Context: an optimization exercise on an open-source flow, tuned for small area. The choices shown serve that exercise and are no tape-out recipe.
Function was checked by simulation only, so behaviour that the tests miss may differ from the original.

Design feature_ext_top, start of the top module:
module feature_ext_top
#(
    parameter int REPORT_INTERVAL = 10,
    parameter int BASELINE_LEN    = 20       
) (
    input  logic                   clk,
    input  logic                   rst_n,
    input  logic signed [FP_W-1:0] vx,
    input  logic signed [FP_W-1:0] vy,
    input  logic signed [FP_W-1:0] nis_cv,
    input  logic                   imm_valid,
    input  logic signed [FP_W-1:0] rcs_amplitude,
    input  logic signed [FP_W-1:0] snr_db,
    input  logic signed [FP_W-1:0] doppler_spread_hz,
    input  logic signed [FP_W-1:0] micro_doppler_peak_hz,
    input  logic signed [FP_W-1:0] micro_doppler_period,
    input  logic                   rf_valid,
    output logic                   report_valid,
    output logic signed [FP_W-1:0] rpt_spd_avg,
    output logic signed [FP_W-1:0] rpt_spd_peak,
    output logic signed [FP_W-1:0] rpt_nis_avg,
    output logic signed [FP_W-1:0] rpt_nis_peak,
    output logic [MD_W-1:0]        rpt_md_type,
    output logic signed [FP_W-1:0] rpt_md_conf,
    output logic signed [FP_W-1:0] rpt_ecm_score,
    output logic                   rpt_ecm_detected,
    output logic                   ecm_noise_flag,
    output logic                   ecm_deception_flag
);
    logic signed [FP_W-1:0] spd_cur, nis_last;       
    logic signed [FP_W-1:0] spd_avg, spd_peak;       
    logic signed [FP_W-1:0] nis_avg, nis_peak;
    logic                   seen1, seen2;            
    logic signed [FP_W-1:0] spd_now, spd_ema, nis_ema;
    logic                   spd_gt, nis_gt;
    fe_speed    u_speed (.vx(vx), .vy(vy), .spd(spd_now));
    fe_ema_fast u_ema_s (.a(spd_avg), .x(spd_cur), .r(spd_ema));
    fe_ema_fast u_ema_n (.a(nis_avg), .x(nis_last), .r(nis_ema));
    fe_gt32     u_gt_s  (.a(spd_cur), .b(spd_peak), .gt(spd_gt));
    fe_gt32     u_gt_n  (.a(nis_last), .b(nis_peak), .gt(nis_gt));
    always_ff @(posedge clk or negedge rst_n) begin
        if (!rst_n) begin
            seen1    <= 1'b0;
            seen2    <= 1'b0;
            spd_peak <= FP_ZERO;
            nis_peak <= FP_ZERO;
        end else if (imm_valid) begin
            seen1 <= 1'b1;
            seen2 <= seen1;
            if (seen1 && spd_gt) spd_peak <= spd_cur;
  ...
For scale: about 4300 cells after synthesis, about 350 flip-flops, ~60000 sq um of cells after synthesis.
export LEC_CHECK = 0
export ABC_AREA = 0
export CAP_MARGIN = 20
export CORE_MARGIN = 2
export CORE_UTILIZATION = 60
export CTS_BUF_LIST = sky130_fd_sc_hd__clkbuf_8
export CTS_CLUSTER_DIAMETER = 60
export CTS_CLUSTER_SIZE = 12
export GPL_TIMING_DRIVEN = 0
export SLEW_MARGIN = 20
export SYNTH_HIERARCHICAL = 1
create_clock -name core_clock -period 25.0 [get_ports {clk}]
standard.sh (not shown) runs the stock make flow with config.mk's settings and CLKGATE_MAP_FILE= SYNTH_SCRIPT=/design/flow/synth_recipe.tcl, a recipe that flattens the netlist after the stock synthesis.
==> flow/flow/run.sh <==
#!/bin/bash
# Layout flow: the standard flow (standard.sh, unchanged synthesis and steps),
# with the input/output port buffers made from the plain sky130 buffer
# (buf_1) instead of the delay buffer the resizer picks by default.
set -o pipefail
cp standard.sh standard.sh.txt
export BUFFER_PORTS_ARGS="-buffer_cell sky130_fd_sc_hd__buf_1"
bash standard.sh > standard.log 2>&1
status=$?
tail -40 standard.log
exit $status
The baseline finished with timing, DRC and antenna clean.
==> next run, changes <==
- CTS_BUF_LIST: sky130_fd_sc_hd__clkbuf_8 -> sky130_fd_sc_hd__clkbuf_16
- CTS_CLUSTER_DIAMETER: 60 -> 100
- CTS_CLUSTER_SIZE: 12 -> 20
Effect:
- via count stays flat
- setup slack stays flat
- design area hardly moves
- global-route usage hardly moves
- first-iteration DRC count goes up by 14%
- clock skew fell by 0.053 ns
- core utilization fell by 0.19 points
- register-to-register slack is about the same
==> next run, changes <==
- GPL_TIMING_DRIVEN: 0 -> 1
The new run passed the timing, design-rule and antenna checks.
Register-to-register slack gains 0.09 ns.
Design area stays flat.
Synthesized cell count is unchanged.
Sequential cell count does not change.
Global-route usage came out higher by 0.36 points.
Non-clock buffer count is higher by 92.
Critical path depth falls by 1.
Sequential share of layout area hardly moves.
Worst setup slack improved by 0.049 ns.

-- separate check: timing with driven ports --
No port has a modelled driver above. Below, the same layouts with a new extraction and two added sets of constraints.
Step 1 (the two cells are an assumption about what drives the block):
set clk [get_ports {clk}]
set_driving_cell -lib_cell sky130_fd_sc_hd__clkbuf_16 $clk
set_driving_cell -lib_cell sky130_fd_sc_hd__buf_2 [delete_from_list [all_inputs] $clk]
Step 2 also shifts input and output timing later by t, the mid clock arrival at the registers, as if the neighbouring blocks saw the same clock.
Slacks: ideal ports / drivers / drivers and shift; pairs: ideal ports / drivers.
| run | shift t [ns] | slack for setup (ns) | worst slew at a driven data input, ns |
|---|---|---|---|
| the first run | 0.782 | 0.384 / 0.423 / -0.359 | 0.28 |
| the second run | 0.679 | 0.386 / 0.422 / -0.257 | 0.28 |
| the third run | 0.655 | 0.436 / 0.479 / -0.176 | 0.24 |
Met with ideal ports but missed after step 2: setup timing in every run listed. The setup slack of the first run, which loses most, moves by +0.039 ns with the drivers and by -0.743 ns with both steps.
